Source: an optimization exercise on an open RTL-to-GDS flow (aim: small area, a short achievable clock period and few clock cycles per item). Production flows keep margins and buffers that such runs may drop. At most, simulation tests tie the RTL to the original design; equivalence was not proved.

==> module dtfs_datapath, before the edit <==
module dtfs_datapath
(
    input  wire logic                   clk,
    input  wire logic                   rst_n,
    input  wire logic                   wr_en,
    input  wire logic [RAW_W-1:0]       sample_a,
    input  wire logic [RAW_W-1:0]       sample_b,
    output logic signed [DSUM_W-1:0]    e_d,
    output logic [3:0]                  e_rb
);
    localparam int ENT_W = DIFF_W + 4;      
    logic [SAMPLE_W-1:0]      clamp_a;
    logic [SAMPLE_W-1:0]      clamp_b;
    logic [DIFF_W-1:0]        in_d;
    logic [2:0]               in_mh;
    logic [2:0]               in_ml;
    logic [DIFF_W+6:0]        ent0_reg;
    logic [WINDOW-1:1][ENT_W-1:0] ent_reg;
    logic [3:0]               fill_reg;
    logic signed [DIFF_W-1:0] new_d;
    logic                     new_p;
    logic [4:0]               new_m;
    logic [ENT_W-1:0]         new_ent;
    logic [ENT_W-1:0]         old_ent;
    logic signed [DIFF_W-1:0] old_d;
    logic                     old_p;
    logic [4:0]               old_m;
    logic signed [DSUM_W-1:0] dsum_reg;
    logic                     rp_reg;
    logic [2:0]               rm_reg;
    logic                     w_p;
    logic [4:0]               w_m;
    assign clamp_a = sample_a[RAW_W-1] ? '0 : sample_a[SAMPLE_W-1:0];
    assign clamp_b = sample_b[RAW_W-1] ? '0 : sample_b[SAMPLE_W-1:0];
    assign in_d    = DIFF_W'(clamp_a) - DIFF_W'(clamp_b);
    assign in_mh   = dtfs_pkg::oh_enc5(dtfs_pkg::oh_add5(dtfs_pkg::oh_mod5({1'b0, clamp_b[14:12]}), dtfs_pkg::oh_mod5(clamp_b[11:8])));
    assign in_ml   = dtfs_pkg::oh_enc5(dtfs_pkg::oh_add5(dtfs_pkg::oh_mod5(clamp_b[7:4]), dtfs_pkg::oh_mod5(clamp_b[3:0])));
    always_ff @(posedge clk or negedge rst_n)
    begin
        if (!rst_n)
            ent0_reg <= '0;
        else if (wr_en)
            ent0_reg <= {in_d, clamp_b[0], in_mh, in_ml};
    end
    assign new_d   = ent0_reg[DIFF_W+6:7];
    assign new_p   = ent0_reg[6];
    assign new_m   = dtfs_pkg::oh_add5(dtfs_pkg::oh_dec5(ent0_reg[5:3]), dtfs_pkg::oh_dec5(ent0_reg[2:0]));
    assign new_ent = {new_d, new_p, dtfs_pkg::oh_enc5(new_m)};
    always_ff @(posedge clk)
    begin
        if (wr_en)
            ent_reg <= {ent_reg[WINDOW-2:1], new_ent};
    end
    always_ff @(posedge clk or negedge rst_n)
    begin
        if (!rst_n)
            fill_reg <= '0;
        else if (wr_en && (fill_reg != 4'(WINDOW)))
            fill_reg <= fill_reg + 4'd1;
    end
    assign old_ent = (fill_reg == 4'(WINDOW)) ? ent_reg[WINDOW-1] : '0;
    assign old_d   = old_ent[ENT_W-1:4];
    assign old_p   = old_ent[3];
    assign old_m   = dtfs_pkg::oh_dec5(old_ent[2:0]);
    always_ff @(posedge clk or negedge rst_n)
    begin
        if (!rst_n)
        begin
            dsum_reg <= '0;
            rp_reg   <= 1'b0;
            rm_reg   <= '0;
        end
        else if (wr_en)
        begin
            dsum_reg <= dsum_reg + DSUM_W'(new_d) - DSUM_W'(old_d);
            rp_reg   <= rp_reg ^ new_p ^ old_p;
            rm_reg   <= dtfs_pkg::oh_enc5(dtfs_pkg::oh_add5(dtfs_pkg::oh_add5(dtfs_pkg::oh_dec5(rm_reg), new_m), dtfs_pkg::oh_neg5(old_m)));
        end
    end
    assign w_p  = rp_reg ^ new_p;
    assign w_m  = dtfs_pkg::oh_add5(dtfs_pkg::oh_dec5(rm_reg), new_m);
    assign e_d  = dsum_reg + DSUM_W'(new_d);
    assign e_rb = 4'(dtfs_pkg::oh_enc5(w_m)) + (((w_m[1] | w_m[3]) != w_p) ? 4'd5 : 4'd0);
endmodule
==> flow/config.mk <==
export PLATFORM = sky130hd
export DESIGN_NAME = differential_temp_fan_stepper_core
export DESIGN_NICKNAME = differential_temp_fan_stepper_core
export VERILOG_FILES = /design/flow/design.v
export SDC_FILE = /design/flow/constraint.sdc
export NUM_CORES = 4
export LEC_CHECK = 0
export CAP_MARGIN = 20
export CORE_MARGIN = 2
export CORE_UTILIZATION = 40
export SLEW_MARGIN = 20
==> flow/constraint.sdc <==
create_clock -name core_clock -period 8.0 [get_ports {clk}]
set_input_delay 1.6000 -clock core_clock [delete_from_list [all_inputs] [get_ports {clk}]]
set_output_delay 1.6000 -clock core_clock [all_outputs]
set_load 0.01 [all_outputs]
run.sh (not shown) runs the stock make flow with config.mk's settings and CLKGATE_MAP_FILE= SYNTH_SCRIPT=/design/flow/synth_recipe.tcl, a recipe that flattens the netlist after the stock synthesis.
Testbench counts at the start, summed over its fixed seeds: cycles 16,032, items 16,000.
Next try:
--- a/flow/design.v
+++ b/flow/design.v
@@ -119,8 +119,8 @@
     assign clamp_a = sample_a[RAW_W-1] ? '0 : sample_a[SAMPLE_W-1:0];
     assign clamp_b = sample_b[RAW_W-1] ? '0 : sample_b[SAMPLE_W-1:0];
     assign in_d    = DIFF_W'(clamp_a) - DIFF_W'(clamp_b);
-    assign in_mh   = dtfs_pkg::oh_enc5(dtfs_pkg::oh_add5(dtfs_pkg::oh_mod5({1'b0, clamp_b[14:12]}), dtfs_pkg::oh_mod5(clamp_b[11:8])));
-    assign in_ml   = dtfs_pkg::oh_enc5(dtfs_pkg::oh_add5(dtfs_pkg::oh_mod5(clamp_b[7:4]), dtfs_pkg::oh_mod5(clamp_b[3:0])));
+    assign in_mh   = dtfs_pkg::oh_enc5(oh_add5(dtfs_pkg::oh_mod5({1'b0, clamp_b[14:12]}), dtfs_pkg::oh_mod5(clamp_b[11:8])));
+    assign in_ml   = dtfs_pkg::oh_enc5(oh_add5(dtfs_pkg::oh_mod5(clamp_b[7:4]), dtfs_pkg::oh_mod5(clamp_b[3:0])));
     always_ff @(posedge clk or negedge rst_n)
     begin
         if (!rst_n)
@@ -130,7 +130,7 @@
     end
     assign new_d   = ent0_reg[DIFF_W+6:7];
     assign new_p   = ent0_reg[6];
-    assign new_m   = dtfs_pkg::oh_add5(dtfs_pkg::oh_dec5(ent0_reg[5:3]), dtfs_pkg::oh_dec5(ent0_reg[2:0]));
+    assign new_m   = dtfs_pkg::oh_add5(oh_dec5(ent0_reg[5:3]), dtfs_pkg::oh_dec5(ent0_reg[2:0]));
     assign new_ent = {new_d, new_p, dtfs_pkg::oh_enc5(new_m)};
     always_ff @(posedge clk)
     begin
@@ -160,11 +160,11 @@
         begin
             dsum_reg <= dsum_reg + DSUM_W'(new_d) - DSUM_W'(old_d);
             rp_reg   <= rp_reg ^ new_p ^ old_p;
-            rm_reg   <= dtfs_pkg::oh_enc5(dtfs_pkg::oh_add5(dtfs_pkg::oh_add5(dtfs_pkg::oh_dec5(rm_reg), new_m), dtfs_pkg::oh_neg5(old_m)));
+            rm_reg   <= dtfs_pkg::oh_enc5(oh_add5(dtfs_pkg::oh_add5(oh_dec5(rm_reg), new_m), dtfs_pkg::oh_neg5(old_m)));
         end
     end
     assign w_p  = rp_reg ^ new_p;
-    assign w_m  = dtfs_pkg::oh_add5(dtfs_pkg::oh_dec5(rm_reg), new_m);
+    assign w_m  = dtfs_pkg::oh_add5(oh_dec5(rm_reg), new_m);
     assign e_d  = dsum_reg + DSUM_W'(new_d);
     assign e_rb = 4'(dtfs_pkg::oh_enc5(w_m)) + (((w_m[1] | w_m[3]) != w_p) ? 4'd5 : 4'd0);
 endmodule
This time the run aborted during 1_1_yosys_canonicalize.
Function not checked in the second run of this note: the RTL went through the layout flow alone.


## delta
differential_temp_fan_stepper_core, a different RTL version from the one above (not shown whole).
Size: roughly 2600 cells after synthesis, ~83 I/O pins.
==> module differential_temp_fan_stepper_core, before the edit <==
module differential_temp_fan_stepper_core
(
    input  wire logic        clk,
    input  wire logic        rst_n,
    input  wire logic        sensor_valid,
    output logic             sensor_ready,
    input  wire logic [15:0] sensor_sample_a,
    input  wire logic [15:0] sensor_sample_b,
    output logic             status_valid,
    input  wire logic        status_ready,
    output logic [2:0]       status_fan_level,
    output logic             status_level_changed,
    output logic             status_compared,
    output logic [14:0]      status_average_difference,
    output logic             status_relay_low_cap,
    output logic             status_relay_high_cap,
    output logic             status_main_relay,
    input  wire logic        cfg_valid,
    output logic             cfg_ready,
    input  wire logic [3:0]  cfg_index,
    input  wire logic [15:0] cfg_data
);
    logic [THRESH_W-1:0] thr_reg [4];
    logic                in_fire;
    logic                adv;           
    logic                shift;         
    logic                take_e;        
    logic                save;          
    logic                nrdy_reg;      
    logic                sh_pend_reg;   
    logic                pend_reg;      
    logic                skid_v_reg;
    logic [DSUM_W+3:0]   skid_reg;      
    logic                sh_pend_next;
    logic                pend_next;
    logic                skid_v_next;
    logic                w_neg;
    logic [DSUM_W-2:0]   w_y;
    logic [3:0]          w_rb;
    logic                e_v_reg;
    logic [DSUM_W+3:0]   e_reg;
    logic                e_neg;
    logic [3:0]          e_rb;
    logic [DSUM_W-2:0]   y;
    logic [SAMPLE_W-1:0] quot;
    logic                inc;
    logic                q_v_reg;
    logic [SAMPLE_W-1:0] q_reg;
    logic                q_inc_reg;
    logic [SAMPLE_W-1:0] diff;
    logic [3:0]          gt;
    logic [LEVEL_W-1:0]  new_level;
    logic [1:0]          cap_next;
    logic [HOLD_W-1:0]   hold_step;
    logic                cmp;
    logic                chg;
    logic [HOLD_W-1:0]   hold_reg;
    logic [LEVEL_W-1:0]  level_reg;
    logic [1:0]          cap_reg;
    logic                main_reg;
    logic                out_valid_reg;
    logic                out_chg_reg;
    logic                out_cmp_reg;
    logic [SAMPLE_W-1:0] out_diff_reg;
    assign sensor_ready = !nrdy_reg;
    assign in_fire      = sensor_valid && !nrdy_reg;
    assign adv          = !out_valid_reg || status_ready;
    assign cfg_ready = 1'b1;
    always_ff @(posedge clk or negedge rst_n)
    begin
        if (!rst_n)
        begin
            thr_reg[0] <= LEVEL1_RST;
            thr_reg[1] <= LEVEL2_RST;
            thr_reg[2] <= LEVEL3_RST;
            thr_reg[3] <= LEVEL4_RST;
        end
        else if (cfg_valid && (cfg_index[3:2] == 2'b00))
            thr_reg[cfg_index[1:0]] <= cfg_data[THRESH_W-1:0];
    end
    assign take_e = adv && !skid_v_reg && pend_reg;
    assign shift  = sh_pend_reg && (!pend_reg || !skid_v_reg);
    assign save   = pend_reg && shift && !take_e;
    assign sh_pend_next = in_fire || (sh_pend_reg && !shift);
    assign pend_next    = shift || (pend_reg && !take_e);
    assign skid_v_next  = save || (skid_v_reg && !adv);
    dtfs_datapath u_datapath (
        .clk      (clk),
        .rst_n    (rst_n),
        .wr_en    (in_fire),
        .shift    (shift),
        .sample_a (sensor_sample_a),
        .sample_b (sensor_sample_b),
        .w_neg    (w_neg),
        .w_y      (w_y),
        .w_rb     (w_rb)
    );
    always_ff @(posedge clk or negedge rst_n)
    begin
        if (!rst_n)
        begin
            nrdy_reg    <= 1'b0;
            sh_pend_reg <= 1'b0;
            pend_reg    <= 1'b0;
            skid_v_reg  <= 1'b0;
            e_v_reg     <= 1'b0;
        end
        else
        begin
            nrdy_reg    <= sh_pend_next && pend_next && skid_v_next;
            sh_pend_reg <= sh_pend_next;
            pend_reg    <= pend_next;
            skid_v_reg  <= skid_v_next;
            if (adv)
                e_v_reg <= skid_v_reg || pend_reg;
        end
    end
    always_ff @(posedge clk)
    begin
        if (!skid_v_reg || adv)
            skid_reg <= {w_neg, w_y, w_rb};
        if (adv)
            e_reg <= skid_v_reg ? skid_reg : {w_neg, w_y, w_rb};
    end
    assign e_neg = e_reg[DSUM_W+3];
    assign y     = e_reg[DSUM_W+2:4];
    assign e_rb  = e_reg[3:0];
    dtfs_div10 u_div10 (
        .neg  (e_neg),
        .y    (y),
        .rb   (e_rb),
        .quot (quot),
        .inc  (inc)
    );
    always_ff @(posedge clk or negedge rst_n)
    begin
        if (!rst_n)
            q_v_reg <= 1'b0;
        else if (adv)
            q_v_reg <= e_v_reg;
    end
    always_ff @(posedge clk)
    begin
        if (adv)
        begin
            q_reg     <= quot;
            q_inc_reg <= inc;
        end
    end
    assign diff = q_reg + SAMPLE_W'(q_inc_reg);
    logic [16:0] gt_sum [4];
    always_comb
    begin
        for (int i = 0; i < 4; i++)
        begin
            gt_sum[i] = {2'b00, q_reg} + {1'b0, ~{4'b0000, thr_reg[i]}} + 17'(q_inc_reg);
            gt[i]     = gt_sum[i][16];
        end
    end
    always_comb
    begin
        if (gt[3])
            new_level = LVL_FULL;
        else if (gt[2])
            new_level = LVL_THREE;
        else if (gt[1])
            new_level = LVL_TWO;
        else if (gt[0])
            new_level = LVL_ONE;
        else
            new_level = LVL_OFF;
    end
    always_comb
    begin
        case (new_level)
            LVL_ONE:   cap_next = CAP_LOW;
            LVL_TWO:   cap_next = CAP_HIGH;
            LVL_THREE: cap_next = CAP_BOTH;
            LVL_FULL:  cap_next = CAP_NONE;
            default:   cap_next = cap_reg;
        endcase
    end
    assign hold_step = ((hold_reg == '0) || (hold_reg == HOLD_W'(WINDOW))) ? '0
                                                                         : (hold_reg + HOLD_W'(1));
    assign cmp = (hold_step == '0);
    assign chg = cmp && (new_level != level_reg);
    always_ff @(posedge clk or negedge rst_n)
    begin
        if (!rst_n)
        begin
            out_valid_reg <= 1'b0;
            hold_reg      <= HOLD_W'(1);
            level_reg     <= LVL_OFF;
            cap_reg       <= CAP_NONE;
            main_reg      <= 1'b0;
        end
        else if (adv)
        begin
            out_valid_reg <= q_v_reg;
            if (q_v_reg)
            begin
                hold_reg <= chg ? HOLD_W'(1) : hold_step;
                if (chg)
                begin
                    level_reg <= new_level;
                    cap_reg   <= cap_next;
                    main_reg  <= (new_level != LVL_OFF);
                end
            end
        end
    end
    always_ff @(posedge clk)
    begin
        if (adv)
        begin
            out_chg_reg  <= chg;
            out_cmp_reg  <= cmp;
            out_diff_reg <= cmp ? diff : '0;
        end
    end
    assign status_valid              = out_valid_reg;
    assign status_fan_level          = level_reg;
    assign status_level_changed      = out_chg_reg;
    assign status_compared           = out_cmp_reg;
    assign status_average_difference = out_diff_reg;
    assign status_relay_low_cap      = cap_reg[0];
    assign status_relay_high_cap     = cap_reg[1];
    assign status_main_relay         = main_reg;
endmodule
==> flow/config.mk <==
export PLATFORM = sky130hd
export DESIGN_NAME = differential_temp_fan_stepper_core
export DESIGN_NICKNAME = differential_temp_fan_stepper_core
export VERILOG_FILES = /design/flow/design.v
export SDC_FILE = /design/flow/constraint.sdc
export NUM_CORES = 4
export LEC_CHECK = 0
export ABC_AREA = 1
export CAP_MARGIN = 20
export CORE_MARGIN = 2
export CORE_UTILIZATION = 40
export CTS_CLUSTER_DIAMETER = 120
export CTS_CLUSTER_SIZE = 22
export SETUP_SLACK_MARGIN = 5
export SLEW_MARGIN = 20
export SYNTH_HIERARCHICAL = 1
==> flow/constraint.sdc <==
create_clock -name core_clock -period 8.0 [get_ports {clk}]
set_input_delay 1.6000 -clock core_clock [delete_from_list [all_inputs] [get_ports {clk}]]
set_output_delay 1.6000 -clock core_clock [all_outputs]
set_load 0.01 [all_outputs]
Testbench counts of delta, summed over its fixed seeds: cycles 16,040, items 16,000.
The following lists how epsilon was set up differently from delta:
--- a/flow/design.v
+++ b/flow/design.v
@@ -251,27 +251,26 @@
     input  wire logic [15:0] cfg_data
 );
     logic [THRESH_W-1:0] thr_reg [4];
     logic                in_fire;
     logic                adv;           
     logic                shift;         
-    logic                take_e;        
+    logic                take_q;        
     logic                save;          
     logic                nrdy_reg;      
     logic                sh_pend_reg;   
     logic                pend_reg;      
     logic                skid_v_reg;
     logic [DSUM_W+3:0]   skid_reg;      
     logic                sh_pend_next;
     logic                pend_next;
     logic                skid_v_next;
     logic                w_neg;
     logic [DSUM_W-2:0]   w_y;
     logic [3:0]          w_rb;
-    logic                e_v_reg;
-    logic [DSUM_W+3:0]   e_reg;
+    logic [DSUM_W+3:0]   q_in;          
     logic                e_neg;
     logic [3:0]          e_rb;
     logic [DSUM_W-2:0]   y;
     logic [SAMPLE_W-1:0] quot;
     logic                inc;
     logic                q_v_reg;
@@ -305,17 +304,17 @@
             thr_reg[2] <= LEVEL3_RST;
             thr_reg[3] <= LEVEL4_RST;
         end
         else if (cfg_valid && (cfg_index[3:2] == 2'b00))
             thr_reg[cfg_index[1:0]] <= cfg_data[THRESH_W-1:0];
     end
-    assign take_e = adv && !skid_v_reg && pend_reg;
+    assign take_q = adv && !skid_v_reg && pend_reg;
     assign shift  = sh_pend_reg && (!pend_reg || !skid_v_reg);
-    assign save   = pend_reg && shift && !take_e;
+    assign save   = pend_reg && shift && !take_q;
     assign sh_pend_next = in_fire || (sh_pend_reg && !shift);
-    assign pend_next    = shift || (pend_reg && !take_e);
+    assign pend_next    = shift || (pend_reg && !take_q);
     assign skid_v_next  = save || (skid_v_reg && !adv);
     dtfs_datapath u_datapath (
         .clk      (clk),
         .rst_n    (rst_n),
         .wr_en    (in_fire),
         .shift    (shift),
@@ -330,47 +329,43 @@
         if (!rst_n)
         begin
             nrdy_reg    <= 1'b0;
             sh_pend_reg <= 1'b0;
             pend_reg    <= 1'b0;
             skid_v_reg  <= 1'b0;
-            e_v_reg     <= 1'b0;
         end
         else
         begin
             nrdy_reg    <= sh_pend_next && pend_next && skid_v_next;
             sh_pend_reg <= sh_pend_next;
             pend_reg    <= pend_next;
             skid_v_reg  <= skid_v_next;
-            if (adv)
-                e_v_reg <= skid_v_reg || pend_reg;
         end
     end
     always_ff @(posedge clk)
     begin
         if (!skid_v_reg || adv)
             skid_reg <= {w_neg, w_y, w_rb};
-        if (adv)
-            e_reg <= skid_v_reg ? skid_reg : {w_neg, w_y, w_rb};
     end
-    assign e_neg = e_reg[DSUM_W+3];
-    assign y     = e_reg[DSUM_W+2:4];
-    assign e_rb  = e_reg[3:0];
+    assign q_in  = skid_v_reg ? skid_reg : {w_neg, w_y, w_rb};
+    assign e_neg = q_in[DSUM_W+3];
+    assign y     = q_in[DSUM_W+2:4];
+    assign e_rb  = q_in[3:0];
     dtfs_div10 u_div10 (
         .neg  (e_neg),
         .y    (y),
         .rb   (e_rb),
         .quot (quot),
         .inc  (inc)
     );
     always_ff @(posedge clk or negedge rst_n)
     begin
         if (!rst_n)
             q_v_reg <= 1'b0;
         else if (adv)
-            q_v_reg <= e_v_reg;
+            q_v_reg <= skid_v_reg || pend_reg;
     end
     always_ff @(posedge clk)
     begin
         if (adv)
         begin
             q_reg     <= quot;
## What came out
- For the register-to-register path setup slack, epsilon came in 160 ps lower than delta did.
- epsilon gives less storage element area than delta did.
- Going from delta to epsilon, synthesized area lost 3.3%; clock network area share lost 0.24 points; total wirelength of the detailed-routed design picked up an extra about 2.5%; summed area of non-filler cells in the final layout picked up an extra about 0.8%.
- Diff delta -> epsilon: synthesized cell count dropped 23; final critical delay including setup and external delays climbed 150 ps; cell count along the critical path climbed 6; wire length on met1 climbed 220 um.
- Proportion of cell area occupied by multi-input gates delta for epsilon relative to delta: 2.1 points higher
No functional check of the RTL was part of epsilon.

[afterwards: timing with drivers on the ports]
The flow's constraints put no driver on any port. The routed layouts listed below were extracted and timed again, unchanged, in two steps. Step 1 (the two cells are an assumption about what drives the block):
set clk [get_ports {clk}]
set_driving_cell -lib_cell sky130_fd_sc_hd__clkbuf_16 $clk
set_driving_cell -lib_cell sky130_fd_sc_hd__buf_2 [delete_from_list [all_inputs] $clk]
Step 2 moves the port delays by t, midway between the first and last clock arrival at a register: inputs arrive t later, outputs are due t later. That takes back most of the time a late clock gives input paths. Slacks: ideal ports / drivers / drivers and shift; pairs: ideal ports / drivers.
run | shift t [ns] | setup WS [ns] | worst data-port slew with drivers (ns)
the first run of note 1 | 0.617 | 2.482 / 2.482 / 2.080 | 0.07
delta | 0.600 | 5.078 / 5.078 / 4.512 | 0.05
epsilon | 0.607 | 4.932 / 4.932 / 4.497 | 0.04
After both steps every run listed still meets setup and hold. The setup slack of delta, which loses most, moves by 0.000 ns with the drivers and by -0.566 ns with both steps.
